This design comes from an exercise in tuning for small area, a short achievable clock period and few clock cycles per item on the open sky130 flow, not from production work.
Where RTL was checked, it was by simulation tests only, not by an equivalence proof against the original.
No functional check of the RTL was part of runs 1 to 6 and 8.

$ cat flow/design.v
`default_nettype none
package dds_pkg;
	localparam int unsigned RAD_W  = 64;
	localparam int unsigned ROOT_W = 32;
endpackage
`default_nettype wire
`default_nettype none
module dds_square (
	input  wire logic [30:0] rem,
	input  wire logic [29:0] q,
	input  wire logic [3:0]  bits,
	output logic      [1:0]  digit,
	output logic      [30:0] rem_n
);
	logic [35:0] r4, t1, t2, t3, a3, b3, s3, c3;
	assign r4 = {1'b0, rem, bits};
	dds_pfx_add #(36, 1) u1 (.a(r4), .b(~{3'b000, q, 3'b001}), .cin(1'b1), .s(t1));
	dds_pfx_add #(36, 1) u2 (.a(r4), .b(~{2'b00, q, 4'b0100}), .cin(1'b1), .s(t2));
	assign a3 = ~{2'b00, q, 4'b1000};
	assign b3 = ~{3'b000, q, 3'b001};
	assign s3 = r4 ^ a3 ^ b3;
	assign c3 = {(r4[34:0] & a3[34:0]) | (r4[34:0] & b3[34:0]) | (a3[34:0] & b3[34:0]), 1'b1};
	dds_pfx_add #(36, 1) u3 (.a(s3), .b(c3), .cin(1'b1), .s(t3));
	always_comb begin
		if (!t3[35]) begin digit = 2'd3; rem_n = t3[30:0]; end
		else if (!t2[35]) begin digit = 2'd2; rem_n = t2[30:0]; end
		else if (!t1[35]) begin digit = 2'd1; rem_n = t1[30:0]; end
		else begin digit = 2'd0; rem_n = r4[30:0]; end
	end
endmodule
`default_nettype wire
`default_nettype none
module dds_pfx_add #(
	parameter int W    = 36,
	parameter int KIND = 0
) (
	input  wire logic [W-1:0] a,
	input  wire logic [W-1:0] b,
	input  wire logic         cin,
	output logic      [W-1:0] s
);
	localparam int N = W + 1;
	logic [N-1:0] g;
	logic [N-1:0] p;
	logic [N-1:0] gg;
	logic [N-1:0] pp;
	always_comb begin
		g = {a & b, cin};
		p = {a ^ b, 1'b0};
		gg = g;
		pp = p;
		if (KIND == 0) begin
			for (int l = 0; (1 << l) < N; l++) begin
				for (int i = N - 1; i >= 0; i--) begin
					if (((i >> l) & 1) == 1) begin
						int j;
						j = ((i >> l) << l) - 1;
						gg[i] = gg[i] | (pp[i] & gg[j]);
						pp[i] = pp[i] & pp[j];
					end
				end
			end
		end else if (KIND == 1) begin
			for (int l = 0; (1 << l) < N; l++) begin
				for (int i = (2 << l) - 1; i < N; i += (2 << l)) begin
					gg[i] = gg[i] | (pp[i] & gg[i - (1 << l)]);
					pp[i] = pp[i] & pp[i - (1 << l)];
				end
			end
			for (int l = 5; l >= 0; l--) begin
				for (int i = 3 * (1 << l) - 1; i < N; i += (2 << l)) begin
					gg[i] = gg[i] | (pp[i] & gg[i - (1 << l)]);
					pp[i] = pp[i] & pp[i - (1 << l)];
				end
			end
		end else begin
			for (int i = 1; i < N; i++) begin
				gg[i] = gg[i] | (pp[i] & gg[i - 1]);
			end
		end
		for (int i = 0; i < W; i++) s[i] = p[i + 1] ^ gg[i];
	end
endmodule
`default_nettype wire
`default_nettype none
module decimal_digit_square_root (
	input  wire logic                    clk,
	input  wire logic                    arst_n,
	input  wire logic                    start,
	output logic                         busy,
	input  wire logic signed [dds_pkg::RAD_W-1:0] radicand,
	output logic                         done,
	output logic [dds_pkg::ROOT_W-1:0]   root,
	output logic                         negative_input
);
	logic        busy_q;
	logic        done_q;
	logic        neg_q;
	logic [59:0] x_q;       
	logic [30:0] rem_q;     
	logic [31:0] q_q;       
	logic [3:0]  cnt_q;     
	logic        hz;
	logic [1:0]  d_hi;
	logic [1:0]  r_hi;
	logic [1:0]  d_lo;
	logic [2:0]  r_lo;
	logic [1:0]  digit;
	logic [30:0] rem_n;
	assign hz = (radicand[63:32] == 32'd0);
	always_comb begin
		if (radicand[62])            d_hi = 2'd2;
		else if (radicand[61:60] != 2'd0) d_hi = 2'd1;
		else                         d_hi = 2'd0;
		if (radicand[31:28] >= 4'd9)      d_lo = 2'd3;
		else if (radicand[31:28] >= 4'd4) d_lo = 2'd2;
		else if (radicand[31:28] >= 4'd1) d_lo = 2'd1;
		else                              d_lo = 2'd0;
	end
	assign r_hi = 2'({1'b0, radicand[62:60]} - 4'(d_hi * d_hi));
	assign r_lo = 3'(radicand[31:28] - 4'(d_lo * d_lo));
	dds_square u_step (
		.rem   (rem_q),
		.q     (q_q[29:0]),
		.bits  (x_q[59:56]),
		.digit (digit),
		.rem_n (rem_n)
	);
	always_ff @(posedge clk or negedge arst_n) begin
		if (!arst_n) begin
			busy_q <= 1'b0;
			done_q <= 1'b0;
		end else begin
			done_q <= 1'b0;
			if (!busy_q) begin
				if (start) begin
					if (radicand[63]) begin
						done_q <= 1'b1;
					end else begin
						busy_q <= 1'b1;
					end
				end
			end else if (cnt_q == 4'd0) begin
				busy_q <= 1'b0;
				done_q <= 1'b1;
			end
		end
	end
	always_ff @(posedge clk) begin
		if (!busy_q) begin
			x_q[59:32] <= hz ? radicand[27:0] : radicand[59:32];
			x_q[31:0]  <= radicand[31:0];
			neg_q      <= radicand[63];
			rem_q      <= {28'd0, hz ? r_lo : {1'b0, r_hi}};
			q_q        <= {30'd0, radicand[63] ? 2'd0 : (hz ? d_lo : d_hi)};
			cnt_q      <= hz ? 4'd6 : 4'd14;
		end else begin
			x_q[59:4]  <= x_q[55:0];
			x_q[3:0]   <= radicand[3:0];
			rem_q      <= rem_n;
			q_q        <= {q_q[29:0], digit};
			cnt_q      <= cnt_q - 4'd1;
		end
	end
	assign busy           = busy_q;
	assign done           = done_q;
	assign root           = q_q;
	assign negative_input = neg_q;
endmodule
`default_nettype wire
$ cat flow/flow/run.sh
#!/bin/bash
set -euo pipefail
bash standard.sh finish SETUP_SLACK_MARGIN=6.5 \
	"BUFFER_PORTS_ARGS=-buffer_cell sky130_fd_sc_hd__buf_1" > standard.log 2>&1
$ cat flow/standard.sh
#!/bin/bash
# synth_recipe.tcl (not shown) runs the flow's synth.tcl, then flattens the netlist and writes it again
# the make line also repeats each setting of config.mk as NAME=value (left out here)
make -C /OpenROAD-flow-scripts/flow DESIGN_CONFIG=/design/flow/config.mk WORK_HOME=/design/flow/orfs CLKGATE_MAP_FILE= SYNTH_SCRIPT=/design/flow/synth_recipe.tcl "${@:-finish}"
$ cat flow/config.mk
export PLATFORM = sky130hd
export DESIGN_NAME = decimal_digit_square_root
export DESIGN_NICKNAME = decimal_digit_square_root
export VERILOG_FILES = /design/flow/design.v
export SDC_FILE = /design/flow/constraint.sdc
export NUM_CORES = 4
export LEC_CHECK = 0
export CAP_MARGIN = 20
export CORE_MARGIN = 2
export CORE_UTILIZATION = 40
export CTS_BUF_LIST = sky130_fd_sc_hd__clkbuf_4 sky130_fd_sc_hd__clkbuf_8
export PLACE_DENSITY = 0.6
export SLEW_MARGIN = 20
$ cat flow/constraint.sdc
create_clock -name core_clock -period 10.0 [get_ports {clk}]
set_input_delay 2.0000 -clock core_clock [delete_from_list [all_inputs] [get_ports {clk}]]
set_output_delay 2.0000 -clock core_clock [all_outputs]
set_load 0.01 [all_outputs]
==> results of run 1 <==
==> flip-flops by register name, summed over array words and instances, names as in the netlist <==
signal  count
x_q        60
cnt_q       4
neg_q       1
q_q        32
busy_q      1
done_q      1
rem_q      31
==> logic make-up after synthesis <==
family                     after synthesis
buffers and inverters                  119
adders and majority gates              169
and+or+nand+nor                        212
DFF                                    130
AOI/OAI and AO/OA                      272
muxes                                   38
xor gates and xnor gates                47
==> critical path, delay by kind of cell, from the launching register on <==
kind	cells	cell delay (ns)
xor gates and xnor gates	1	0.15
muxes	1	0.14
and+or+nand+nor	6	0.94
DFF	1	0.41
buffers and inverters	3	0.31
AOI/OAI and AO/OA	3	0.63
adders and majority gates	2	0.70
==> per-layer routing <==
layer  wire length [um]  up-vias
met4                397        0
li1                   -     3725
met2              12100      179
met1              11800     3625
met3               1220       32
met5                  0        -
==> path summary, 6_finish.rpt <==
check,to,cells past startpoint,startpoint,slack (ns)
worst max-delay path,rem_q[22],16,q_q[11],6.61
worst min-delay path,x_q[44],2,x_q[40],0.42
worst max register to register,rem_q[22],16,q_q[11],6.61
worst min register to register,x_q[44],2,x_q[40],0.42
max in group asynchronous,busy_q,1,arst_n,8.55
min in group asynchronous,busy_q,1,arst_n,1.31
==> through the flow <==
| stage | area [um2] | setup WS, ns | cells | hold slack, ns |
|---|---|---|---|---|
| 2_1_floorplan | 9260 | 6.54 | 987 | 0.406 |
| 3_3_place_gp | 9870 | 5.60 | 1343 | 0.410 |
| 3_5_place_dp | 9870 | 5.62 | 1343 | 0.417 |
| 4_1_cts | 10500 | 6.43 | 1379 | 0.426 |
| 5_1_grt | 11100 | 6.44 | 1397 | 0.452 |
| 6_report | 11100 | 6.61 | 1397 | 0.420 |
==> layout make-up <==
type / count / area [um2]
Fill cell: 2183 / 11600
Sequential cell: 130 / 2690
Multi-Input combinational cell: 739 / 6720
Timing Repair Buffer: 127 / 591
Clock buffer: 17 / 234
Inverter: 84 / 355
Tap cell: 285 / 357
Clock inverter: 15 / 154
==> timing repair <==
action / in CTS / in global routing
pin swaps: 6 / 42
buffers inserted: 3 / 18
resized for setup: 62 / 100
endpoints found under the setup margin: 52 / 25
gates cloned: 1 / 0
==> Yosys cell counts (2+ instances only) <==
master / number / area [um2]
mux2i_1: 13 / 130
and3_1: 3 / 18.8
a41oi_1: 2 / 17.5
or4_1: 2 / 15.0
a31oi_1: 14 / 87.6
xnor2_1: 36 / 315
buf_2: 9 / 45.0
a221oi_1: 3 / 26.3
a32o_1: 8 / 80.1
xor2_1: 11 / 96.3
mux2_2: 25 / 282
a211oi_1: 10 / 75.1
o21bai_1: 6 / 45.0
a211o_1: 2 / 17.5
buf_1: 4 / 15.0
buf_4: 3 / 22.5
o21ai_0: 63 / 315
inv_1: 84 / 315
o2bb2ai_1: 5 / 43.8
nand2_1: 87 / 327
and4_1: 3 / 26.3
a21oi_2: 2 / 17.5
nand2b_1: 3 / 18.8
fa_1: 69 / 1380
dfxtp_1: 127 / 2540
o211ai_1: 15 / 113
o21ai_1: 3 / 15.0
buf_6: 2 / 22.5
a21o_1: 28 / 210
nor2b_1: 4 / 25.0
nor3_1: 9 / 45.0
nand4_1: 10 / 62.6
dfrtp_1: 2 / 50.1
nor2_1: 65 / 244
ha_1: 100 / 1250
o221a_2: 4 / 45.0
a32oi_1: 2 / 17.5
a21oi_1: 87 / 435
nor4_1: 8 / 50.1
clkbuf_1: 16 / 60.1
nand3_1: 10 / 50.1
o21a_1: 4 / 30.0
==> summary.txt, run 1 <==
* FP Rows at 55
* Initial antenna violation count at 0
* Top FF cell, synth: dfxtp_1
* Syn Area/Cell at 9.39 um2
* Grt met1 use at 29.0%
* DRT Pass-1 Iters at 7
* GRT Max-Usage Layer: met2
* Max-cap violations at 0
* DIE WIDTH at 156 um
* Adder-cell share of the synthesized area at 28.4%
* CP startpoint kind: flip-flop
* I/O Pins at 102
* Vias per inst at 5.41
* Final Hold Fails at 0
* Transition time at the pin with the least slew margin at 0.878 ns
* Critical Path RT at 10.36 ns
* Height of the die at 156 um
* Fin nets at 1335
* Tot GR Track Use at 21.2%
* Number of global-route vias before repair at 7545
* Largest family of logic cells by synthesized area: adder cells
* Gpl congestion at 0.837
* Post-Route WL at 25.5 mm
* Crit path kind: reg -> reg
* Hold crit path type: reg -> reg
* Vias at 7561
* Outcome: timing/DRC/antenna clean
* CTS tree: built
* Met2 Use GR at 34.0%
* Area grow syn2layout at 19.7%
* CTS Buf Count at 17
* Net Count, Synth at 1223
* Mux contribution to synthesized area at 4.44%
* Slew HR at 41.4%
* Largest net degree at the start of global routing at 98
* Synth cell types at 66
* Starting density of the core at 40.8%
* Core ar. at 0.0227 mm2
* Clk pin slew, worst setup/hold paths at 0.11 ns
* Syn Inst Count at 987
* Share of layout cells above drive strength 1 at 18.9%
* Final HPWL DP at 18.3 mm
* Gr ovfl total at 0
* Worst-path cell chain: inv_8, ha_4, nand2_4, or3_4, o311a_4, nor3_4, buf_4, buf_6, a21oi_2, nor2b_1, nor2_1, fa_2, xnor2_2, mux2i_1, nand2_1, a32o_1
* Final core utilization at 48.8%
* Iteration-0 DRC Markers at 426
* N_diodes at 0
* Total Neg Setup Slack at 0 ns
* Die area at 0.0244 mm2
* Max Slew Vio Count at 0
* Crit path capture type: flip-flop
* Skew final at 0.0266 ns
* Crit path largest cell delay at 0.41 ns
* Synthesized flop and latch total at 130
* Fin crit period at 3.39 ns
* Clk sinks at 130
* Post-synth ARST share at 1.54%
* Global-route wire length before repair at 40.0 mm
* Sequential share of the synthesized area at 28.3%
* GR Util met3 at 4.33%
* Setup Viol. Count Final at 0
* Post-synthesis xor/xnor area fraction at 4.44%
* Yosys warnings at 3
* Final worst path period share at 33.9%
* Simple-gate share of the synthesized area at 10.3%
* RSZ-0062 raised after global routing: yes
* Netlist Area Pre-Place at 0.00926 mm2
* Final ANT Viol Nets at 0
* CTS root buf: clkbuf_8
* Worst Path Arrival at 3.75 ns
* DRC Markers at 0
* Achievable Freq at 0.295 GHz
* CTS Hold Buffers Added at 0
* Routed wire per std cell at 18.3 um
* Most frequent cells in the layout: 101 x dfxtp_1, 101 x buf_1, 85 x nand2_1
* H-tree depth at 4
* Post-synth EDFFs at 1
* Compound-Gate Fraction of Synth Area at 18.8%
* # port buffers at 101
* CTS Buffer Depth at 2
* Clock latency on the worst-skew pair at 0.48 ns
* Critical Path Slowest Stage Cell: dfxtp_4
* Worst-path fanout max at 4
==> inputs of run 2 (changes only) <==
==> flow/flow/run.sh (replaced) <==
#!/bin/bash
set -euo pipefail
bash standard.sh finish SETUP_SLACK_MARGIN=6.8 \
	"BUFFER_PORTS_ARGS=-buffer_cell sky130_fd_sc_hd__buf_1" > standard.log 2>&1
==> run 2 against run 1 <==
Against the previous run: still clean; flip-flop and latch count did not move; count of clock-buffer cells in the layout unchanged; critical path type unchanged; largest cell class unchanged; highest routed layer unchanged.
==> summary.txt, run 2 <==
* Mux contribution to synthesized area at 4.44%
* Compound-Gate Fraction of Synth Area at 18.8%
* Clk pin slew, worst setup/hold paths at 0.10 ns
* R2r startpoint: q_q[14]
* Routed wire per std cell at 18.5 um
* Height of the die at 156 um
* CP Launch Point: q_q[14]
* Worst Setup EP: rem_q[29]
* Final Cell Area at 0.0118 mm2
* Placed cell areas at 0.00998 mm2
* Crit path capture type: flip-flop
* Skew final at 0.0174 ns
* Fin crit period at 3.32 ns
* Top FF cell, synth: dfxtp_1
* Count leader, synth: dfxtp_1
* H-tree depth at 4
* Number of global-route vias before repair at 7849
* Tot GR Track Use at 21.9%
* Gr ovfl total at 0
* Iteration-0 DRC Markers at 434
* Max reg flops at 60
* Post-synth EDFFs at 1
* R2R depth at 12
* Yosys warnings at 3
* Synthesized flop and latch total at 130
* Most frequent cells in the layout: 101 x buf_1, 93 x dfxtp_1, 84 x nand2_1
* Synth area leader: dfxtp_1
* Final Hold Fails at 0
* DIE WIDTH at 156 um
* Reg2reg end: rem_q[29]
* Syn Inst Count at 987
* # port buffers at 101
* I/O Pins at 102
* Final cell count without fillers at 1446
* Global-route wire length before repair at 41.6 mm
* Netlist Area Pre-Place at 0.00926 mm2
* Top post-synthesis cells by area: dfxtp_1 27%, fa_1 15%, ha_1 14%
* GR Util met3 at 3.61%
* DRC Markers at 0
* Worst Path Arrival at 3.68 ns
* Total Neg Setup Slack at 0 ns
* Initial antenna violation count at 0
* Dpl cells at 1342
* CTS Buf Count at 17
* Final ANT Viol Nets at 0
* Adder-cell share of the synthesized area at 28.4%
* Simple-gate share of the synthesized area at 10.3%
* Largest family of logic cells by synthesized area: adder cells
* Post-synthesis xor/xnor area fraction at 4.44%
* Transition time at the pin with the least slew margin at 0.916 ns
* Register with the most flip-flops: x_q
* Die area at 0.0244 mm2
* Vias per inst at 5.45
* Worst reg-to-reg setup slack at 6.68 ns
* N_diodes at 0
* Synth top cells by count: 127 x dfxtp_1, 100 x ha_1, 87 x a21oi_1, 87 x nand2_1, 84 x inv_1
* Final Worst Setup Slack at 6.68 ns
* Regs by FF count: x_q x60, q_q x32, rem_q x31
* Achievable Freq at 0.301 GHz
* Core ar. at 0.0227 mm2
* RSZ-0062 raised after global routing: yes
* DRT Pass-1 Iters at 7
* Most common cell after layout, fill and taps aside: buf_1
* Clk sinks at 130
* Post-place setup slack at 5.76 ns
* Final HPWL DP at 18.0 mm
* Grt met1 use at 30.4%
* Fin nets at 1384
* CTS tree: built
* Gpl congestion at 0.828
* CP startpoint kind: flip-flop
* Starting density of the core at 40.8%
* Worst Hold Depth at 2
* Net Count, Synth at 1223
* Vias at 7886
* GRT Max-Usage Layer: met2
* Worst-path fanout max at 5
* Max-cap violations at 0
* Largest net degree at the start of global routing at 101
* Share of layout cells above drive strength 1 at 27.3%
* Post-synth ARST share at 1.54%
* Clock latency on the worst-skew pair at 0.47 ns
* Slew HR at 38.9%
* Sequential share of the synthesized area at 28.3%
* Area grow syn2layout at 27.8%
* CTS Buffer Depth at 2
* CTS root buf: clkbuf_8
* Final worst path period share at 33.2%
* Synth cell types at 66
* Hold crit path type: reg -> reg
* Max Slew Vio Count at 0
* Met2 Use GR at 35.3%
* Outcome: timing/DRC/antenna clean
* Post-synth top area share at 27.4%
* Setup Viol. Count Final at 0
* Crit path kind: reg -> reg
* Post-Route WL at 26.8 mm
* Critical Path RT at 10.37 ns
* Syn Area/Cell at 9.39 um2
* FP Rows at 55
==> run 2: metrics by stage <==
| stage | hold slack, ns | utilization, % |
|---|---|---|
| floorplan | 0.406 | - |
| global placement | 0.411 | 43.9 |
| detailed placement | 0.416 | 43.9 |
| CTS | 0.441 | 49.8 |
| global route | 0.454 | 52.1 |
| finish | 0.437 | 52.1 |
==> run 2: layout make-up <==
| type | count | area [um2] |
|---|---|---|
| Clock buffer | 17 | 234 |
| Clock inverter | 15 | 180 |
| Fill cell | 2058 | 10900 |
| Inverter | 84 | 370 |
| Multi-Input combinational cell | 742 | 6980 |
| Sequential cell | 130 | 2700 |
| Tap cell | 285 | 357 |
| Timing Repair Buffer | 173 | 1020 |
==> run 2: worst min path at each step <==
| stage | from | to | slack (ns) |
|---|---|---|---|
| floorplan | x_q[24] | x_q[28] | 0.41 |
| global placement | x_q[39] | x_q[43] | 0.41 |
| detailed placement | x_q[43] | x_q[47] | 0.42 |
| CTS | x_q[40] | x_q[44] | 0.44 |
| global route | x_q[28] | x_q[32] | 0.45 |
| finish | x_q[28] | x_q[32] | 0.44 |
==> run 2: kinds of logic (layout without fill, tap and decap cells) <==
kind of cell    after synthesis  in the layout
mux                          38             38
buf+inv                     119            289
compound gates              272            274
flops                       130            130
simple gates                212            214
fa+ha+maj                   169            169
xor+xnor                     47             47
==> run 2: layer usage <==
metal	routed length (um)	up-vias	share of wire, %
met3	1420	38	5.3
li1	-	3806	-
met2	12500	208	47
met1	12300	3834	46
met5	0	-	0
met4	568	0	2.1
==> run 2: critical path, stage by stage (launching register included) <==
cell	delay, ns
dfxtp_4	0.39
inv_8	0.04
fa_2	0.59
ha_4	0.23
a21oi_2	0.15
o21ai_2	0.10
a221oi_2	0.33
o211a_1	0.24
a21oi_4	0.07
a21o_1	0.17
a21o_1	0.17
fa_1	0.46
o221a_2	0.28
==> run 2: timing repair <==
| action | 4_1_cts | 5_1_grt |
|---|---|---|
| pin swaps | 61 | 43 |
| endpoints found under the setup margin | 62 | 44 |
| buffers inserted | 46 | 21 |
| resized for setup | 119 | 85 |
| gates cloned | 3 | 2 |
| hold buffers | 0 | 0 |
==> inputs of run 3 (changes only) <==
==> flow/flow/run.sh (replaced) <==
#!/bin/bash
set -euo pipefail
bash standard.sh finish SETUP_SLACK_MARGIN=6.2 \
	"BUFFER_PORTS_ARGS=-buffer_cell sky130_fd_sc_hd__buf_1" > standard.log 2>&1
==> run 3 against run 2 <==
Against the previous run: worst setup slack worse by 0.36 ns; area after synthesis stayed put; count of clock-buffer cells in the layout stayed put; critical path depth is 2 higher; register-to-register slack worse by 0.36 ns; cell area is 12% lower; fmax is 9.9% lower; die area stayed put.
==> summary.txt, run 3 <==
* Area grow syn2layout at 12.6%
* Share of layout cells above drive strength 1 at 10.1%
* Number of global-route vias before repair at 7493
* Outcome: timing/DRC/antenna clean
* Die area at 0.0244 mm2
* Initial antenna violation count at 0
* Yosys warnings at 3
* Tot GR Track Use at 20.8%
* Synth top cells by count: 127 x dfxtp_1, 100 x ha_1, 87 x a21oi_1, 87 x nand2_1, 84 x inv_1
* Total Neg Setup Slack at 0 ns
* Most frequent cells in the layout: 124 x dfxtp_1, 101 x buf_1, 99 x ha_1
* Final Hold Fails at 0
* Max Slew Vio Count at 0
* Slew HR at 37.9%
* Final worst path period share at 36.8%
* Critical Path RT at 10.41 ns
* Netlist Area Pre-Place at 0.00926 mm2
* Iteration-0 DRC Markers at 480
* Post-synth EDFFs at 1
* Top FF cell, synth: dfxtp_1
* Final ANT Viol Nets at 0
* H-tree depth at 4
* Global-route wire length before repair at 39.3 mm
* I/O Pins at 102
* Top post-synthesis cells by area: dfxtp_1 27%, fa_1 15%, ha_1 14%
* Placed cell areas at 0.00986 mm2
* Achievable Freq at 0.272 GHz
* Max-cap violations at 0
* Synth cell types at 66
* Regs by FF count: x_q x60, q_q x32, rem_q x31
* Vias per inst at 5.34
* Crit path kind: reg -> reg
* Hold crit path type: reg -> reg
* DIE WIDTH at 156 um
* Syn Area/Cell at 9.39 um2
* Gpl congestion at 0.854
* Vias at 7368
* Gr ovfl total at 0
* Starting density of the core at 40.8%
* Clk pin slew, worst setup/hold paths at 0.10 ns
* Fin crit period at 3.68 ns
* Final HPWL DP at 18.2 mm
* Fill cells at 2260
* Setup Viol. Count Final at 0
* DRC Markers at 0
* Most common cell after layout, fill and taps aside: dfxtp_1
* Register with the most flip-flops: x_q
* CP startpoint kind: flip-flop
* Synthesized flop and latch total at 130
* Synth area leader: dfxtp_1
* DRT Pass-1 Iters at 5
* Count leader, synth: dfxtp_1
* Final Cell Area at 0.0104 mm2
* Post-synth ARST share at 1.54%
* Skew final at 0.0141 ns
* Worst-path fanout max at 5
* FP Rows at 55
* N_diodes at 0
* CTS tree: built
* Sequential share of the synthesized area at 28.3%
* Syn Inst Count at 987
* CTS Buf Count at 17
* CTS Hold Buffers Added at 0
* Post-synth top area share at 27.4%
* Clk sinks at 130
* Transition time at the pin with the least slew margin at 0.931 ns
* Clock latency on the worst-skew pair at 0.47 ns
* Max reg flops at 60
* Net Count, Synth at 1223
* RSZ-0062 raised after global routing: yes
* Largest net degree at the start of global routing at 103
* Height of the die at 156 um
* Fin nets at 1319
* CTS Buffer Depth at 2
* Post-Route WL at 24.3 mm
* Routed wire per std cell at 17.6 um
* Worst Path Arrival at 4.09 ns
* Crit path capture type: flip-flop
* # port buffers at 101
* Core ar. at 0.0227 mm2
* CTS root buf: clkbuf_8
-- run 3: layout make-up --
class	count	area (um2)	share of cell area, %
clock buffers	17	234	2.24
well taps	285	357	3.42
clock inverters	15	185	1.78
inverters	84	319	3.06
repair buffers	111	454	4.36
flip-flops and latches	130	2630	25.2
multi-input cells	739	6250	59.9
-- run 3: path summary, 6_finish.rpt --
kind	slack (ns)	cells past startpoint	startpoint	endpoint
setup / recovery	6.32	14	q_q[11]	rem_q[30]
max in group asynchronous	8.56	1	arst_n	busy_q
min in group asynchronous	1.30	1	arst_n	busy_q
hold reg to reg	0.44	2	x_q[44]	x_q[48]
hold / removal	0.44	2	x_q[44]	x_q[48]
setup reg to reg	6.32	14	q_q[11]	rem_q[30]
-- run 3: what timing repair did --
item                                    in CTS  in global routing
pin swaps                                    1                  3
endpoints found under the setup margin      27                 23
buffers inserted                             2                  4
gates resized for setup                      8                 26
gates cloned                                 1                  0
-- run 3: metrics by stage --
stage	std cells	util (%)	worst slack, ns	hold slack, ns
floorplan	987	-	6.49	0.406
global placement	1342	43.4	5.75	0.409
detailed placement	1342	43.4	5.79	0.414
CTS	1377	45.5	6.14	0.436
global route	1381	45.9	6.13	0.463
finish	1381	45.9	6.32	0.436
-- run 3: critical path: stages, from the launching register on --
cell and delay (ns):
dfxtp_1 0.39, inv_1 0.15, ha_1 0.39, nand2_1 0.09, or3_1 0.39, o311a_1 0.41
nor3_4 0.25, a21boi_1 0.19, o21ai_2 0.19, a31oi_1 0.12, fa_1 0.39, xnor2_1 0.17
mux2i_1 0.10, a211o_1 0.31, o21ai_1 0.07
-- run 3: routing by layer --
metal	share of wire [%]	GRT usage, %
met5	0	0
met4	1.6	5.85
met2	46	33.0
met3	3.6	3.47
met1	49	29.3
-- run 3: kinds of logic (layout without fill, tap and decap cells) --
logic type | count (synthesis) | count (layout) | share of synthesized area (%)
AOI/OAI and AO/OA | 272 | 273 | 18.8
and+or+nand+nor | 212 | 212 | 10.3
adders and majority gates | 169 | 169 | 28.4
DFF | 130 | 130 | 28.3
buffers and inverters | 119 | 227 | 5.35
xor gates and xnor gates | 47 | 47 | 4.44
muxes | 38 | 38 | 4.44
==> inputs of run 4 (changes only) <==
==> flow/flow/run.sh (replaced) <==
#!/bin/bash
set -euo pipefail
bash standard.sh finish SETUP_SLACK_MARGIN=6.0 \
	"BUFFER_PORTS_ARGS=-buffer_cell sky130_fd_sc_hd__buf_1" > standard.log 2>&1
==> run 4 against run 3 <==
Against the previous run: still clean; critical path depth increased by 1; cell area is 0.71% lower; first-iteration DRC count grew 6.0%; sequential share of layout area grew 0.13 points; clock skew shrank 0.0018 ns; via count down 0.39%; global-route usage about the same; area after synthesis stayed put; worst setup slack lost 0.12 ns; flip-flop and latch count stayed put; critical path type unchanged; critical endpoint unchanged.
==> summary.txt, run 4 <==
* Area of the multi-input gates at 0.00621 mm2
* CTS tree: built
* CTS Buffer Depth at 2
* Max Slew Vio Count at 0
* Final worst path period share at 38.0%
* Height of the die at 156 um
* Final core utilization at 45.6%
* Final Worst Setup Slack at 6.20 ns
* Final Hold Fails at 0
* R2r startpoint: q_q[1]
* Post-synth top area share at 27.4%
* Iteration-0 DRC Markers at 509
* Hold slack at 0.435 ns
* Clk sinks at 130
* Gpl congestion at 0.854
* Most common cell after layout, fill and taps aside: dfxtp_1
* Register with the most flip-flops: x_q
* Crit path capture type: flip-flop
* H-tree depth at 4
* CP Launch Point: q_q[1]
* Critical Path RT at 10.40 ns
* Routed wire per std cell at 17.5 um
* Worst Path Arrival at 4.21 ns
* Transition time at the pin with the least slew margin at 0.936 ns
* Syn Area/Cell at 9.39 um2
* Slew HR at 37.6%
* DIE WIDTH at 156 um
* DR WL met3 at 934 um
* Vias at 7339
* Outcome: timing/DRC/antenna clean
* Worst-path fanout max at 5
* Post-synth ARST share at 1.54%
* Count leader, synth: dfxtp_1
* Post-place setup slack at 5.79 ns
* Synthesized flop and latch total at 130
* N_diodes at 0
* Final HPWL DP at 18.2 mm
* Metal2 WL at 11.1 mm
* Clk pin slew, worst setup/hold paths at 0.10 ns
* CTS Buf Count at 17
* # port buffers at 101
* Setup Viol. Count Final at 0
* Most frequent cells in the layout: 126 x dfxtp_1, 101 x buf_1, 100 x ha_1
* Share of layout cells above drive strength 1 at 8.33%
* Fin nets at 1315
* Post-synthesis xor/xnor area fraction at 4.44%
* Top post-synthesis cells by area: dfxtp_1 27%, fa_1 15%, ha_1 14%
* Net Count, Synth at 1223
* Synth top cells by count: 127 x dfxtp_1, 100 x ha_1, 87 x a21oi_1, 87 x nand2_1, 84 x inv_1
* Synth area leader: dfxtp_1
* Simple-gate share of the synthesized area at 10.3%
* CP startpoint kind: flip-flop
* Skew final at 0.0123 ns
* Max-cap violations at 0
* Crit path kind: reg -> reg
* Initial antenna violation count at 0
* Syn Inst Count at 987
* Reg2reg end: rem_q[30]
* RSZ-0062 raised after global routing: yes
* Fill cells at 2265
* DRC Markers at 0
* Number of global-route vias before repair at 7509
* Max reg flops at 60
* Clock latency on the worst-skew pair at 0.47 ns
* Sequential share of the synthesized area at 28.3%
* Top sig layer: met4
* Tot GR Track Use at 20.8%
* Final ANT Viol Nets at 0
* Area grow syn2layout at 11.8%
* Adder-cell share of the synthesized area at 28.4%
* DRT Pass-1 Iters at 5
* Top FF cell, synth: dfxtp_1
* Fin crit period at 3.80 ns
* Hold crit path type: reg -> reg
* Post-synth EDFFs at 1
* Gr ovfl total at 0
* CTS root buf: clkbuf_8
* Global-route wire length before repair at 39.4 mm
* Achievable Freq at 0.263 GHz
* Hold_sp: x_q[44]
* Post-Route WL at 24.2 mm
* R2R depth at 15
* Core ar. at 0.0227 mm2
* CTS Hold Buffers Added at 0
* I/O Pins at 102
* Met1 wire length at 11.7 mm
* Worst Setup EP: rem_q[30]
* Largest net degree at the start of global routing at 103
* Synth cell types at 66
* Compound-Gate Fraction of Synth Area at 18.8%
* Netlist Area Pre-Place at 0.00926 mm2
* Largest family of logic cells by synthesized area: adder cells
* Regs by FF count: x_q x60, q_q x32, rem_q x31
* Die area at 0.0244 mm2
* FP Rows at 55
* Mux contribution to synthesized area at 4.44%
* Yosys warnings at 3
* Total Neg Setup Slack at 0 ns
* Vias per inst at 5.33
* Worst reg-to-reg setup slack at 6.20 ns
* Starting density of the core at 40.8%
* Register area at 0.00263 mm2
==> run 4: worst min-delay path by stage <==
stage	cells past startpoint	slack, ns	endpoint
2_1_floorplan	2	0.41	x_q[28]
3_3_place_gp	2	0.41	x_q[47]
3_5_place_dp	2	0.41	x_q[48]
4_1_cts	2	0.44	x_q[56]
5_1_grt	2	0.46	x_q[53]
6_report	2	0.43	x_q[48]
==> run 4: kinds of logic after synthesis <==
logic type               Yosys count
AND/OR/NAND/NOR                  212
AO/OA/AOI/OAI                    272
flip-flops                       130
XOR/XNOR                          47
buffers and inverters            119
multiplexers                      38
adder cells (fa/ha/maj)          169
==> run 4: per-stage QoR <==
| step | instance area (um2) | instances |
|---|---|---|
| after floorplan | 9260 | 987 |
| after global placement | 9860 | 1342 |
| after detailed placement | 9860 | 1342 |
| after CTS | 10300 | 1375 |
| after global routing | 10400 | 1377 |
| final | 10400 | 1377 |
==> run 4: repair_timing <==
action / in CTS / in global routing
resized for setup: 3 / 9
setup buffers: 0 / 2
cloned: 1 / 0
endpoints found under the hold margin: 0 / 0
pin swaps: 1 / 2
setup endpoints to repair: 16 / 30
==> run 4: cell type report <==
cell class | count | area share (%)
clock buffer | 17 | 2.26
clock inverter | 15 | 1.79
inverter | 84 | 3.04
multi-input combinational | 739 | 60.0
sequential | 130 | 25.4
tap | 285 | 3.44
timing repair buffer | 107 | 4.10
==> run 4: metal layers <==
layer / GRT usage [%] / vias up
met5: 0 / -
met4: 5.90 / 0
met3: 3.53 / 19
met2: 33.1 / 154
met1: 29.2 / 3514
li1: - / 3652
==> run 4: worst max-delay path: stages, from the launching register on <==
cell and delay, ns:
dfxtp_1 0.38, inv_1 0.16, ha_1 0.37, o311ai_0 0.20, nand3_1 0.13, o2111ai_1 0.22
o311a_1 0.41, nor3_4 0.26, a21boi_1 0.19, o21ai_1 0.26, a31oi_1 0.13, fa_1 0.39
xnor2_1 0.17, mux2i_1 0.10, a211o_1 0.32, o21ai_1 0.07
==> inputs of run 5 (changes only) <==
==> flow/flow/run.sh (replaced) <==
#!/bin/bash
set -euo pipefail
bash standard.sh finish SETUP_SLACK_MARGIN=6.5 \
	"BUFFER_PORTS_ARGS=-buffer_cell sky130_fd_sc_hd__buf_1" > standard.log 2>&1
--- a/flow/config.mk
+++ b/flow/config.mk
@@ -7,7 +7,7 @@
 export LEC_CHECK = 0
 export CAP_MARGIN = 20
 export CORE_MARGIN = 2
-export CORE_UTILIZATION = 40
+export CORE_UTILIZATION = 55
 export CTS_BUF_LIST = sky130_fd_sc_hd__clkbuf_4 sky130_fd_sc_hd__clkbuf_8
-export PLACE_DENSITY = 0.6
+export PLACE_DENSITY = 0.75
 export SLEW_MARGIN = 20
==> run 5 against run 4 <==
Against the previous run: still clean; clock skew increased by 0.0016 ns; global-route usage increased by 6.4 points; register-to-register slack improved by 0.35 ns; critical path depth unchanged; area after synthesis unchanged; sequential share of layout area decreased by 1.1 points.
==> summary.txt, run 5 <==
* Post-synth ARST share at 1.54%
* FP Rows at 47
* Achievable Freq at 0.289 GHz
* Max reg flops at 60
* Fin nets at 1341
* CP startpoint kind: flip-flop
* Hold slack at 0.438 ns
* CP Launch Point: q_q[0]
* Grt met1 use at 36.5%
* Worst Path Arrival at 3.84 ns
* CTS root buf: clkbuf_8
* # port buffers at 101
* R2R depth at 15
* Area of the multi-input gates at 0.00668 mm2
* Post-synthesis xor/xnor area fraction at 4.44%
* Count leader, synth: dfxtp_1
* Netlist Area Pre-Place at 0.00926 mm2
* CTS Buffer Depth at 2
* Synthesized flop and latch total at 130
* Met2 Use GR at 44.3%
* Critical Path RT at 10.38 ns
* Max Slew Vio Count at 0
* Mux contribution to synthesized area at 4.44%
* Yosys warnings at 3
* RSZ-0062 raised after global routing: yes
* Die area at 0.0179 mm2
* Most common cell after layout, fill and taps aside: dfxtp_1
* Routed wire per std cell at 18.8 um
* Synth cell types at 66
* Reg2reg end: rem_q[30]
* Area grow syn2layout at 18.9%
* Crit path capture type: flip-flop
* Simple-gate share of the synthesized area at 10.3%
* R2r startpoint: q_q[0]
* Max-cap violations at 0
* Worst-path cell chain: clkinvlp_4, ha_4, o311ai_4, nand3_2, o2111ai_4, o311a_4, nor3_4, a21boi_2, o21ai_2, a31oi_2, fa_2, xnor2_2, mux2i_1, a211o_1, o21ai_1
* Final worst path period share at 34.6%
* Worst-path fanout max at 4
* I/O Pins at 102
* Share of layout cells above drive strength 1 at 18.6%
* Crit path largest cell delay at 0.39 ns
* Number of global-route vias before repair at 7784
* Initial antenna violation count at 0
* GR Util met3 at 4.80%
* Regs by FF count: x_q x60, q_q x32, rem_q x31
* Final HPWL DP at 17.3 mm
* Final Hold Fails at 0
* CTS Hold Buffers Added at 0
* DIE WIDTH at 134 um
* Largest net degree at the start of global routing at 101
* Post-Route WL at 25.2 mm
* Height of the die at 134 um
* DRC Markers at 0
* CP bufs+invs at 1
* Crit path depth at 15
* Register with the most flip-flops: x_q
* Tot GR Track Use at 27.3%
* Core ar. at 0.0165 mm2
* Outcome: timing/DRC/antenna clean
* Synth top cells by count: 127 x dfxtp_1, 100 x ha_1, 87 x a21oi_1, 87 x nand2_1, 84 x inv_1
* Clk sinks at 130
* Hold crit path type: reg -> reg
* Vias at 7885
* Top FF cell, synth: dfxtp_1
* Adder-cell share of the synthesized area at 28.4%
* Most frequent cells in the layout: 106 x dfxtp_1, 101 x buf_1, 84 x nand2_1
* Iteration-0 DRC Markers at 582
* Register area at 0.00268 mm2
* Transition time at the pin with the least slew margin at 0.917 ns
* Net Count, Synth at 1223
* Sequential share of the synthesized area at 28.3%
* Largest family of logic cells by synthesized area: adder cells
* Vias per inst at 5.89
* Clock latency on the worst-skew pair at 0.46 ns
* Setup Viol. Count Final at 0
* Slew HR at 38.9%
* Fill cells at 1310
* CTS Buf Count at 17
* Top post-synthesis cells by area: dfxtp_1 27%, fa_1 15%, ha_1 14%
* Worst Setup EP: rem_q[30]
* Gpl congestion at 0.864
* CTS tree: built
* H-tree depth at 4
* Syn Area/Cell at 9.39 um2
* Total Neg Setup Slack at 0 ns
* Post-synth EDFFs at 1
* Synth area leader: dfxtp_1
* Largest delay share family, worst path: compound AO/OA/AOI/OAI gates
* Compound-Gate Fraction of Synth Area at 18.8%
* Gr ovfl total at 0
* Crit path kind: reg -> reg
* Syn Inst Count at 987
* Final ANT Viol Nets at 0
* Critical Path Slowest Stage Cell: fa_2
* Starting density of the core at 56.1%
* N_diodes at 0
* Worst reg-to-reg setup slack at 6.54 ns
* Clk pin slew, worst setup/hold paths at 0.09 ns
* GRT Max-Usage Layer: met2
* DRT Pass-1 Iters at 5
* Skew final at 0.0139 ns
* Global-route wire length before repair at 38.4 mm
* Fin crit period at 3.46 ns
* Post-synth top area share at 27.4%
run 5: cell count changes in the layout (fill, tap and decap cells not counted), moves of 9 or more:
cell	before	now
inv_2	2	11
ha_4	0	18
ha_1	100	82
dfxtp_4	0	10
inv_1	82	64
dfxtp_1	126	106
buf_4	6	25
dfxtp_2	1	11
run 5: worst min-delay path by stage:
stage                     startpoint      end  slack, ns  cells after the start
after detailed placement     x_q[42]  x_q[46]       0.42                      2
after global routing         x_q[39]  x_q[43]       0.46                      2
after global placement       x_q[42]  x_q[46]       0.41                      2
after floorplan              x_q[24]  x_q[28]       0.41                      2
final                        x_q[44]  x_q[48]       0.44                      2
after CTS                    x_q[42]  x_q[46]       0.44                      2
run 5: tightest hold or removal path: stages (launching register included):
cell	delay [ns]
dfxtp_1	0.31
nand2_1	0.04
o21ai_0	0.05
run 5: kinds of logic (layout without fill, tap and decap cells):
logic type / after synthesis / in the layout
AND/OR/NAND/NOR: 212 / 213
multiplexers: 38 / 38
adder cells (fa/ha/maj): 169 / 169
buffers and inverters: 119 / 248
flip-flops: 130 / 130
AO/OA/AOI/OAI: 272 / 273
XOR/XNOR: 47 / 47
run 5: through the flow:
stage          std cells  util (%)  worst slack [ns]  area [um2]
6_report            1338      66.6              6.54       11000
5_1_grt             1338      66.6              6.43       11000
4_1_cts             1317      62.9              6.47       10400
3_5_place_dp        1278      59.3              5.79        9800
3_3_place_gp        1276      59.1              5.32        9770
2_1_floorplan        987         -              6.54        9260
run 5: final cells by class:
cell class / count / area share (%)
Clock buffer: 19 / 2.32
Clock inverter: 13 / 1.06
Inverter: 84 / 3.15
Multi-Input combinational cell: 740 / 60.6
Sequential cell: 130 / 24.3
Tap cell: 220 / 2.50
Timing Repair Buffer: 132 / 6.03
run 5: repair_timing:
item                                    CTS  global route
endpoints found under the hold margin     0             0
endpoints found under the setup margin   35            42
cloned                                    2             0
setup buffers                             5            21
pin swaps                                 8            28
resized for setup                        51            94
run 5: routing by layer:
metal	vias up	share of wire, %	wire length [um]
met2	299	48	12100
li1	3726	-	-
met1	3805	43	11000
met5	-	0	0
met3	55	5.8	1450
met4	0	2.7	682
==> inputs of run 6 (changes only) <==
--- a/flow/config.mk
+++ b/flow/config.mk
@@ -7,7 +7,9 @@
 export LEC_CHECK = 0
 export CAP_MARGIN = 20
 export CORE_MARGIN = 2
-export CORE_UTILIZATION = 55
-export CTS_BUF_LIST = sky130_fd_sc_hd__clkbuf_4 sky130_fd_sc_hd__clkbuf_8
-export PLACE_DENSITY = 0.75
+export CORE_UTILIZATION = 40
+export CTS_BUF_LIST = sky130_fd_sc_hd__clkbuf_8
+export CTS_CLUSTER_DIAMETER = 80
+export CTS_CLUSTER_SIZE = 30
+export PLACE_DENSITY = 0.6
 export SLEW_MARGIN = 20
==> run 6 against run 5 <==
Against the previous run: cell count up 4.4%; critical endpoint is now rem_q[22].
==> summary.txt, run 6 <==
* Outcome: timing/DRC/antenna clean
* Crit path kind: reg -> reg
* Vias per inst at 5.41
* Die area at 0.0244 mm2
* FP Rows at 55
* Clock latency on the worst-skew pair at 0.48 ns
* Post-synth ARST share at 1.54%
* Fin crit period at 3.39 ns
* Crit path capture type: flip-flop
* N_diodes at 0
* Starting density of the core at 40.8%
* Worst reg-to-reg setup slack at 6.61 ns
* Register with the most flip-flops: x_q
* Worst Setup EP: rem_q[22]
* Synth cell types at 66
* Post-synth top area share at 27.4%
* Final Worst Setup Slack at 6.61 ns
* Register area at 0.00269 mm2
* DRT Pass-1 Iters at 7
* R2r startpoint: q_q[11]
* Post-synth EDFFs at 1
* Reg2reg end: rem_q[22]
* Max reg flops at 60
* Number of global-route vias before repair at 7545
* Vias at 7561
* Initial antenna violation count at 0
* Achievable Freq at 0.295 GHz
* Share of layout cells above drive strength 1 at 18.9%
* Synthesized flop and latch total at 130
* Max-cap violations at 0
* Regs by FF count: x_q x60, q_q x32, rem_q x31
* Final Cell Area at 0.0111 mm2
* Iteration-0 DRC Markers at 426
* Fin nets at 1335
* CP startpoint kind: flip-flop
* Area grow syn2layout at 19.7%
* R2R depth at 16
* Worst Path Arrival at 3.75 ns
* Critical Path RT at 10.36 ns
* Clk sinks at 130
* Syn Inst Count at 987
* CTS Hold Buffers Added at 0
* Total Neg Setup Slack at 0 ns
* Final core utilization at 48.8%
* Sequential share of the synthesized area at 28.3%
* RSZ-0062 raised after global routing: yes
* Synth area leader: dfxtp_1
* CTS Buffer Depth at 2
* H-tree depth at 4
* Final worst path period share at 33.9%
* CTS Buf Count at 17
* DIE WIDTH at 156 um
* Max Slew Vio Count at 0
* CP Launch Point: q_q[11]
* Count leader, synth: dfxtp_1
* Most frequent cells in the layout: 101 x dfxtp_1, 101 x buf_1, 85 x nand2_1
* Post-place setup slack at 5.62 ns
* Final ANT Viol Nets at 0
* Worst-path fanout max at 4
* Slew HR at 41.4%
* Clk pin slew, worst setup/hold paths at 0.11 ns
* Gr ovfl total at 0
* Routed wire per std cell at 18.3 um
* Top FF cell, synth: dfxtp_1
* Syn Area/Cell at 9.39 um2
* CTS tree: built
* Top post-synthesis cells by area: dfxtp_1 27%, fa_1 15%, ha_1 14%
* Transition time at the pin with the least slew margin at 0.878 ns
* Setup Viol. Count Final at 0
* Placed cell areas at 0.00987 mm2
* Final Hold Fails at 0
* Global-route wire length before repair at 40.0 mm
* Netlist Area Pre-Place at 0.00926 mm2
* Height of the die at 156 um
* I/O Pins at 102
* CTS root buf: clkbuf_8
* Final HPWL DP at 18.3 mm
* Fill cells at 2183
* Core ar. at 0.0227 mm2
* Synth top cells by count: 127 x dfxtp_1, 100 x ha_1, 87 x a21oi_1, 87 x nand2_1, 84 x inv_1
* DRC Markers at 0
* Tot GR Track Use at 21.2%
* Yosys warnings at 3
* Hold crit path type: reg -> reg
* Largest net degree at the start of global routing at 98
* Net Count, Synth at 1223
* Gpl congestion at 0.837
* # port buffers at 101
* Skew final at 0.0266 ns
* Area of the multi-input gates at 0.00672 mm2
* Post-Route WL at 25.5 mm
## run 6: cell counts after synthesis
Identical to the previous run, type by type.
## run 6: metrics by stage
| stage | cells | hold WS (ns) |
|---|---|---|
| 5_1_grt | 1397 | 0.452 |
| 3_3_place_gp | 1343 | 0.410 |
| 4_1_cts | 1379 | 0.426 |
| 6_report | 1397 | 0.420 |
| 3_5_place_dp | 1343 | 0.417 |
| 2_1_floorplan | 987 | 0.406 |
## run 6: layout make-up
type | count | area share (%)
clock buffers | 17 | 2.11
inverters | 84 | 3.20
clock inverters | 15 | 1.39
multi-input cells | 739 | 60.5
flip-flops and latches | 130 | 24.2
repair buffers | 127 | 5.32
well taps | 285 | 3.21
## run 6: layer usage
metal  GRT usage (%)  wire (um)
met1            29.0      11800
met2            34.0      12100
met3            4.33       1220
met4            6.16        397
met5               0          0
## run 6: worst min path at each step
stage / start / to / slack (ns) / depth (start not counted)
after floorplan: x_q[24] / x_q[28] / 0.41 / 2
after global placement: x_q[43] / x_q[47] / 0.41 / 2
after detailed placement: x_q[42] / x_q[46] / 0.42 / 2
after CTS: x_q[40] / x_q[44] / 0.43 / 2
after global routing: x_q[40] / x_q[44] / 0.45 / 2
final: x_q[40] / x_q[44] / 0.42 / 2
## run 6: cell families (layout without fill, tap and decap cells)
family / count (synthesis) / in the layout / share of synthesized area, %
DFF: 130 / 130 / 28.3
AOI/OAI and AO/OA: 272 / 273 / 18.8
and+or+nand+nor: 212 / 212 / 10.3
adders and majority gates: 169 / 169 / 28.4
xor gates and xnor gates: 47 / 47 / 4.44
muxes: 38 / 38 / 4.44
buffers and inverters: 119 / 243 / 5.35
## run 6: repair_timing
| item | 4_1_cts | 5_1_grt |
|---|---|---|
| buffers inserted | 3 | 18 |
| endpoints found under the setup margin | 52 | 25 |
| resized for setup | 62 | 100 |
| gates cloned | 1 | 0 |
| pin swaps | 6 | 42 |
## run 6: worst max-delay path, stage by stage, from the launching register on
cell and delay, ns:
dfxtp_4 0.41, inv_8 0.05, ha_4 0.29, nand2_4 0.05, or3_4 0.38, o311a_4 0.38
nor3_4 0.27, buf_4 0.16, buf_6 0.10, a21oi_2 0.04, nor2b_1 0.10, nor2_1 0.07
fa_2 0.41, xnor2_2 0.15, mux2i_1 0.14, nand2_1 0.07, a32o_1 0.21
==> inputs of run 7 (changes only) <==
--- a/flow/design.v
+++ b/flow/design.v
@@ -14,13 +14,13 @@
 );
 	logic [35:0] r4, t1, t2, t3, a3, b3, s3, c3;
 	assign r4 = {1'b0, rem, bits};
-	dds_pfx_add #(36, 1) u1 (.a(r4), .b(~{3'b000, q, 3'b001}), .cin(1'b1), .s(t1));
-	dds_pfx_add #(36, 1) u2 (.a(r4), .b(~{2'b00, q, 4'b0100}), .cin(1'b1), .s(t2));
+	dds_pfx_add #(36, 0) u1 (.a(r4), .b(~{3'b000, q, 3'b001}), .cin(1'b1), .s(t1));
+	dds_pfx_add #(36, 0) u2 (.a(r4), .b(~{2'b00, q, 4'b0100}), .cin(1'b1), .s(t2));
 	assign a3 = ~{2'b00, q, 4'b1000};
 	assign b3 = ~{3'b000, q, 3'b001};
 	assign s3 = r4 ^ a3 ^ b3;
 	assign c3 = {(r4[34:0] & a3[34:0]) | (r4[34:0] & b3[34:0]) | (a3[34:0] & b3[34:0]), 1'b1};
-	dds_pfx_add #(36, 1) u3 (.a(s3), .b(c3), .cin(1'b1), .s(t3));
+	dds_pfx_add #(36, 0) u3 (.a(s3), .b(c3), .cin(1'b1), .s(t3));
 	always_comb begin
 		if (!t3[35]) begin digit = 2'd3; rem_n = t3[30:0]; end
 		else if (!t2[35]) begin digit = 2'd2; rem_n = t2[30:0]; end
--- a/flow/config.mk
+++ b/flow/config.mk
@@ -8,8 +8,6 @@
 export CAP_MARGIN = 20
 export CORE_MARGIN = 2
 export CORE_UTILIZATION = 40
-export CTS_BUF_LIST = sky130_fd_sc_hd__clkbuf_8
-export CTS_CLUSTER_DIAMETER = 80
-export CTS_CLUSTER_SIZE = 30
+export CTS_BUF_LIST = sky130_fd_sc_hd__clkbuf_4 sky130_fd_sc_hd__clkbuf_8
 export PLACE_DENSITY = 0.6
 export SLEW_MARGIN = 20
==> run 7 against run 6 <==
Against the previous run: critical path depth shrank 3; die area increased by 3.0%; non-clock buffer count increased by 22; wire length increased by 9.1%; worst hold slack better by 0.0025 ns; cell area rose by 3.5%; cell count is 13% higher.
==> summary.txt, run 7 <==
* Worst-path cell chain: inv_4, fa_1, ha_4, a21o_1, a21o_1, a2111o_1, o21a_1, o2111ai_4, and2_4, buf_12, buf_4, o21ai_1, a31oi_1
* Post-synth ARST share at 1.54%
* Netlist Area Pre-Place at 0.00955 mm2
* Most frequent cells in the layout: 107 x nand2_1, 103 x dfxtp_1, 101 x buf_1
* Total Neg Setup Slack at 0 ns
* Clk sinks at 130
* Synth top cells by count: 127 x dfxtp_1, 110 x nand2_1, 101 x a21oi_1, 100 x ha_1, 93 x inv_1
* Transition time at the pin with the least slew margin at 0.819 ns
* Height of the die at 159 um
* Clk pin slew, worst setup/hold paths at 0.10 ns
* DIE WIDTH at 159 um
* Core ar. at 0.0235 mm2
* DRC Markers at 0
* Post-Route WL at 27.9 mm
* Fill cells at 2319
* Top FF cell, synth: dfxtp_1
* Outcome: timing/DRC/antenna clean
* Hold crit path type: reg -> reg
* RSZ-0062 raised after global routing: yes
* CP Launch Point: q_q[16]
* Reg2reg end: rem_q[23]
* Synthesized flop and latch total at 130
* Syn Area/Cell at 8.57 um2
* I/O Pins at 102
* Crit path largest cell delay at 0.56 ns
* Worst Setup EP: rem_q[23]
* Critical Path RT at 10.36 ns
* Tot GR Track Use at 22.2%
* Clock latency on the worst-skew pair at 0.45 ns
* Final worst path period share at 34.3%
* Setup Viol. Count Final at 0
* Final Worst Setup Slack at 6.57 ns
* Achievable Freq at 0.292 GHz
* Most common cell after layout, fill and taps aside: nand2_1
* N_diodes at 0
* Fin nets at 1451
* Final HPWL DP at 20.7 mm
* Post-place setup slack at 5.69 ns
* Max-cap violations at 0
* Vias at 8605
* Final Hold Fails at 0
* Gr ovfl total at 0
* Crit path capture type: flip-flop
* DRT Pass-1 Iters at 5
* Largest net degree at the start of global routing at 92
* Met1 wire length at 12.5 mm
* Metal2 WL at 13.1 mm
* Most numerous cell on the critical path: a21o_1
* Count leader, synth: dfxtp_1
* CTS Hold Buffers Added at 0
* Synth area leader: dfxtp_1
* Largest delay share family, worst path: compound AO/OA/AOI/OAI gates
* Area grow syn2layout at 20.2%
* Skew final at 0.0183 ns
* Vias per inst at 5.45
* R2r startpoint: q_q[16]
* Worst Path Arrival at 3.79 ns
* CP startpoint kind: flip-flop
* Fin crit period at 3.43 ns
* Gpl congestion at 0.875
* Critical Path Slowest Stage Cell: fa_1
* CP bufs+invs at 3
* Worst-path fanout max at 8
* Net Count, Synth at 1317
* Initial antenna violation count at 0
* FP Rows at 56
* Register with the most flip-flops: x_q
* Global-route wire length before repair at 43.2 mm
* Starting density of the core at 40.7%
* Top sig layer: met4
* Iteration-0 DRC Markers at 496
* CTS Buf Count at 17
* CTS Buffer Depth at 2
* Max reg flops at 60
* Final ANT Viol Nets at 0
* Syn Inst Count at 1114
* Slew HR at 45.4%
* Crit path depth at 13
* Crit path kind: reg -> reg
* DR WL met3 at 1.54 mm
* Number of global-route vias before repair at 8274
* Yosys warnings at 3
* Synth cell types at 83
* Sequential share of the synthesized area at 27.5%
* Regs by FF count: x_q x60, q_q x32, rem_q x31
* Share of layout cells above drive strength 1 at 17.6%
* # port buffers at 101
* R2R depth at 13
* Routed wire per std cell at 17.6 um
* Worst reg-to-reg setup slack at 6.57 ns
* Max Slew Vio Count at 0
* Die area at 0.0251 mm2
* Top post-synthesis cells by area: dfxtp_1 27%, ha_1 13%, fa_1 7.5%
* Post-synth top area share at 26.6%
* Post-synth EDFFs at 1
* CTS tree: built
* CTS root buf: clkbuf_8
* H-tree depth at 4
run 7: cell types whose count changed in the layout (fill, tap and decap cells not counted), moves of 9 or more:
cell | previous run | this run
fa_1 | 65 | 34
nand2_1 | 85 | 107
buf_4 | 24 | 43
o21a_1 | 4 | 23
a21oi_1 | 77 | 95
nand3_1 | 10 | 27
nor3_1 | 9 | 25
xor2_1 | 11 | 24
nor2_1 | 60 | 72
inv_1 | 63 | 74
a21o_1 | 28 | 19
run 7: worst min-delay path by stage:
stage	start	endpoint	depth (start not counted)
floorplan	x_q[24]	x_q[28]	2
global placement	x_q[46]	x_q[50]	2
detailed placement	x_q[50]	x_q[54]	2
CTS	x_q[45]	x_q[49]	2
global route	x_q[30]	x_q[34]	2
finish	x_q[45]	x_q[49]	2
run 7: metrics by stage:
| stage | cells | util, % | hold WS, ns | cell area, um2 |
|---|---|---|---|---|
| after detailed placement | 1508 | 43.6 | 0.414 | 10200 |
| after CTS | 1546 | 46.7 | 0.424 | 11000 |
| final | 1580 | 48.9 | 0.423 | 11500 |
| after floorplan | 1114 | - | 0.406 | 9550 |
| after global routing | 1580 | 48.9 | 0.456 | 11500 |
| after global placement | 1508 | 43.6 | 0.412 | 10200 |
run 7: timing repair:
| item | in CTS | in global routing |
|---|---|---|
| endpoints found under the setup margin | 58 | 36 |
| gates cloned | 1 | 1 |
| pin swaps | 8 | 37 |
| gates resized for setup | 69 | 63 |
| buffers inserted | 5 | 33 |
run 7: worst reg2reg max path: stages, from the launching register on:
cell and delay (ns):
dfxtp_4 0.38, inv_4 0.05, fa_1 0.56, ha_4 0.23, a21o_1 0.18, a21o_1 0.16
a2111o_1 0.41, o21a_1 0.25, o2111ai_4 0.33, and2_4 0.27, buf_12 0.15, buf_4 0.11
o21ai_1 0.06, a31oi_1 0.21
run 7: cell type report:
type | count | area, um2 | share of cell area (%)
Inverter | 94 | 375 | 3.27
Clock inverter | 15 | 159 | 1.38
Timing Repair Buffer | 149 | 781 | 6.80
Clock buffer | 17 | 234 | 2.04
Sequential cell | 130 | 2680 | 23.3
Multi-Input combinational cell | 856 | 6850 | 59.7
Tap cell | 319 | 399 | 3.48
run 7: cell families (layout without fill, tap and decap cells):
kind of cell | count (synthesis) | count (layout) | share of synthesized area, %
AND/OR/NAND/NOR | 313 | 313 | 15.6
AO/OA/AOI/OAI | 311 | 312 | 21.2
adder cells (fa/ha/maj) | 136 | 136 | 20.6
flip-flops | 130 | 130 | 27.5
buffers and inverters | 129 | 275 | 5.53
XOR/XNOR | 55 | 55 | 5.04
multiplexers | 40 | 40 | 4.57
run 7: layer usage:
metal | vias to the layer above | track usage (%)
met2 | 258 | 37.0
met3 | 44 | 3.97
met5 | - | 0
li1 | 4255 | -
met4 | 0 | 7.29
met1 | 4048 | 29.2
Testbench counts of run 7, summed over its fixed seeds: cycles 31,206, roots 2,400.
==> inputs of run 8 (changes only) <==
--- a/flow/design.v
+++ b/flow/design.v
@@ -14,13 +14,13 @@
 );
 	logic [35:0] r4, t1, t2, t3, a3, b3, s3, c3;
 	assign r4 = {1'b0, rem, bits};
-	dds_pfx_add #(36, 0) u1 (.a(r4), .b(~{3'b000, q, 3'b001}), .cin(1'b1), .s(t1));
-	dds_pfx_add #(36, 0) u2 (.a(r4), .b(~{2'b00, q, 4'b0100}), .cin(1'b1), .s(t2));
+	dds_pfx_add #(36, 3) u1 (.a(r4), .b(~{3'b000, q, 3'b001}), .cin(1'b1), .s(t1));
+	dds_pfx_add #(36, 3) u2 (.a(r4), .b(~{2'b00, q, 4'b0100}), .cin(1'b1), .s(t2));
 	assign a3 = ~{2'b00, q, 4'b1000};
 	assign b3 = ~{3'b000, q, 3'b001};
 	assign s3 = r4 ^ a3 ^ b3;
 	assign c3 = {(r4[34:0] & a3[34:0]) | (r4[34:0] & b3[34:0]) | (a3[34:0] & b3[34:0]), 1'b1};
-	dds_pfx_add #(36, 0) u3 (.a(s3), .b(c3), .cin(1'b1), .s(t3));
+	dds_pfx_add #(36, 3) u3 (.a(s3), .b(c3), .cin(1'b1), .s(t3));
 	always_comb begin
 		if (!t3[35]) begin digit = 2'd3; rem_n = t3[30:0]; end
 		else if (!t2[35]) begin digit = 2'd2; rem_n = t2[30:0]; end
@@ -72,6 +72,23 @@
 					gg[i] = gg[i] | (pp[i] & gg[i - (1 << l)]);
 					pp[i] = pp[i] & pp[i - (1 << l)];
 				end
+			end
+		end else if (KIND == 3) begin
+			for (int i = 1; i < N; i += 2) begin
+				gg[i] = gg[i] | (pp[i] & gg[i - 1]);
+				pp[i] = pp[i] & pp[i - 1];
+			end
+			for (int l = 1; (1 << l) < N; l++) begin
+				for (int i = N - 1; i >= 0; i--) begin
+					if ((i % 2) == 1 && i - (1 << l) >= 0) begin
+						gg[i] = gg[i] | (pp[i] & gg[i - (1 << l)]);
+						pp[i] = pp[i] & pp[i - (1 << l)];
+					end
+				end
+			end
+			for (int i = 2; i < N; i += 2) begin
+				gg[i] = gg[i] | (pp[i] & gg[i - 1]);
+				pp[i] = pp[i] & pp[i - 1];
 			end
 		end else begin
 			for (int i = 1; i < N; i++) begin
==> run 8 against run 7 <==
Against the previous run: die area is 2.8% lower; count of clock-buffer cells in the layout stayed put.
==> summary.txt, run 8 <==
* Outcome: timing/DRC/antenna clean
* Gr ovfl total at 0
* Fin nets at 1343
* Post-synth ARST share at 1.54%
* Achievable Freq at 0.288 GHz
* Hold crit path type: reg -> reg
* DIE WIDTH at 156 um
* Vias at 7518
* Tot GR Track Use at 20.7%
* Critical Path RT at 10.40 ns
* Metal2 WL at 11.7 mm
* Height of the die at 156 um
* Worst-path fanout max at 4
* Synth area leader: dfxtp_1
* Count leader, synth: dfxtp_1
* Clk sinks at 130
* Crit path depth at 15
* Max-cap violations at 0
* CP bufs+invs at 2
* Clk pin slew, worst setup/hold paths at 0.10 ns
* DR WL met3 at 984 um
* Worst Hold Depth at 2
* Syn Inst Count at 981
* Global-route wire length before repair at 39.6 mm
* Fill cells at 2165
* Starting density of the core at 40.8%
* Final Cell Area at 0.0110 mm2
* FP Rows at 55
* Crit path largest cell delay at 0.60 ns
* Yosys warnings at 3
* N_diodes at 0
* CTS Buf Count at 17
* Top FF cell, synth: dfxtp_1
* Setup Viol. Count Final at 0
* Area grow syn2layout at 18.7%
* Gpl congestion at 0.845
* Max Slew Vio Count at 0
* Clock latency on the worst-skew pair at 0.47 ns
* Post-Route WL at 25.0 mm
* Final worst path period share at 34.8%
* Regs by FF count: x_q x60, q_q x32, rem_q x31
* Crit path capture type: flip-flop
* Most frequent cells in the layout: 104 x dfxtp_1, 101 x buf_1, 89 x ha_1
* Final ANT Viol Nets at 0
* DRC Markers at 0
* Vias per inst at 5.35
* Netlist Area Pre-Place at 0.00927 mm2
* I/O Pins at 102
* Die area at 0.0244 mm2
* Post-synth EDFFs at 1
* RSZ-0062 raised after global routing: yes
* Slew HR at 32.1%
* Total Neg Setup Slack at 0 ns
* Syn Area/Cell at 9.45 um2
* Top sig layer: met4
* Skew final at 0.0189 ns
* Synthesized flop and latch total at 130
* Final HPWL DP at 18.3 mm
* Transition time at the pin with the least slew margin at 1.02 ns
* Fin crit period at 3.48 ns
* CTS Buffer Depth at 2
* DRT Pass-1 Iters at 4
* Top post-synthesis cells by area: dfxtp_1 27%, fa_1 15%, ha_1 13%
* Net Count, Synth at 1217
* H-tree depth at 4
* Final core utilization at 48.5%
* Final Hold Fails at 0
* CP startpoint kind: flip-flop
* CTS root buf: clkbuf_8
[run 8: cell count changes after synthesis, moves of 14 or more]
cell	delta
nand2_1	-35
nor2_1	-14
a21oi_1	-23
o221ai_1	+15
mux2i_1	+14
nand3_1	-21
o21ai_1	+14
fa_1	+33
o21a_1	-17
[run 8: kinds of logic (layout without fill, tap and decap cells)]
kind of cell	Yosys count	in the layout	synth area share, %
xor gates and xnor gates	46	46	4.34
adders and majority gates	169	169	28.4
buffers and inverters	128	265	5.49
DFF	130	130	28.3
and+or+nand+nor	209	209	10.4
muxes	50	50	5.73
AOI/OAI and AO/OA	249	251	17.4
[run 8: worst reg2reg max path, cell delays in order, from the launching register on]
cell      delay [ns]
dfxtp_4         0.38
inv_6           0.04
fa_1            0.60
ha_4            0.23
nor3_4          0.11
a211oi_2        0.05
buf_4           0.16
a21o_1          0.18
a21o_1          0.18
a31oi_4         0.18
o21a_1          0.20
nor2_4          0.07
a311oi_2        0.25
fa_2            0.49
o22a_1          0.21
o21ai_1         0.07
[run 8: final timing paths]
kind	startpoint	endpoint	slack [ns]
setup / recovery	q_q[1]	rem_q[17]	6.52
hold / removal	x_q[39]	x_q[43]	0.44
setup reg to reg	q_q[1]	rem_q[17]	6.52
hold reg to reg	x_q[39]	x_q[43]	0.44
max in group asynchronous	arst_n	busy_q	8.54
min in group asynchronous	arst_n	done_q	1.31
[run 8: layer usage]
metal	vias up	track usage (%)
met5	-	0
met4	0	4.50
met3	21	2.94
met2	160	33.4
met1	3636	29.6
li1	3701	-
[run 8: repair_timing]
action,4_1_cts,5_1_grt
buffers inserted,9,18
resized for setup,50,68
cloned,1,1
endpoints found under the setup margin,54,50
pin swaps,14,21
[run 8: metrics by stage]
| stage | setup slack, ns | std cells | hold slack, ns |
|---|---|---|---|
| 2_1_floorplan | 6.52 | 981 | 0.406 |
| 3_3_place_gp | 5.77 | 1344 | 0.409 |
| 3_5_place_dp | 5.77 | 1344 | 0.415 |
| 4_1_cts | 6.43 | 1386 | 0.439 |
| 5_1_grt | 6.41 | 1405 | 0.448 |
| 6_report | 6.52 | 1405 | 0.435 |
[run 8: layout make-up]
cell class / instances / area, um2 / share of cell area (%)
Sequential cell: 130 / 2660 / 24.2
Inverter: 99 / 382 / 3.47
Clock inverter: 15 / 181 / 1.65
Multi-Input combinational cell: 725 / 6550 / 59.5
Timing Repair Buffer: 134 / 643 / 5.84
Clock buffer: 17 / 234 / 2.13
Tap cell: 285 / 357 / 3.24

-- port drivers added, routing unchanged --
No port has a modelled driver above. Below, the same layouts with a new extraction and two added sets of constraints.
Step 1, drivers: a clkbuf_16 drives clk and a buf_2 each remaining input, both assumed.
Step 2, shift: input delay + t, output delay - t, t = (earliest + latest rising clock arrival at the registers) / 2. This alone moves slack from input paths to output paths.
Slacks: ideal / step 1 / step 2; pairs: ideal / step 1.
run | shift t [ns] | slack for setup (ns) | worst setup path after step 2 | clock arrival spread, ns
run 1 | 0.506 | 6.612 / 6.612 / 6.168 | input to register | 0.028 / 0.028
run 2 | 0.497 | 6.682 / 6.682 / 6.397 | input to register | 0.019 / 0.018
run 3 | 0.506 | 6.318 / 6.318 / 5.962 | input to register | 0.016 / 0.016
run 4 | 0.507 | 6.195 / 6.195 / 6.022 | input to register | 0.014 / 0.014
run 5 | 0.493 | 6.543 / 6.543 / 6.067 | input to register | 0.014 / 0.014
run 6 | 0.506 | 6.612 / 6.612 / 6.168 | input to register | 0.028 / 0.028
run 7 | 0.493 | 6.573 / 6.573 / 6.141 | input to register | 0.021 / 0.021
run 8 | 0.504 | 6.523 / 6.523 / 6.286 | input to register | 0.019 / 0.020
After both steps setup and hold are still met in every run listed. The setup slack of run 5, which loses most, moves by 0.000 ns with the drivers and by -0.476 ns with both steps.
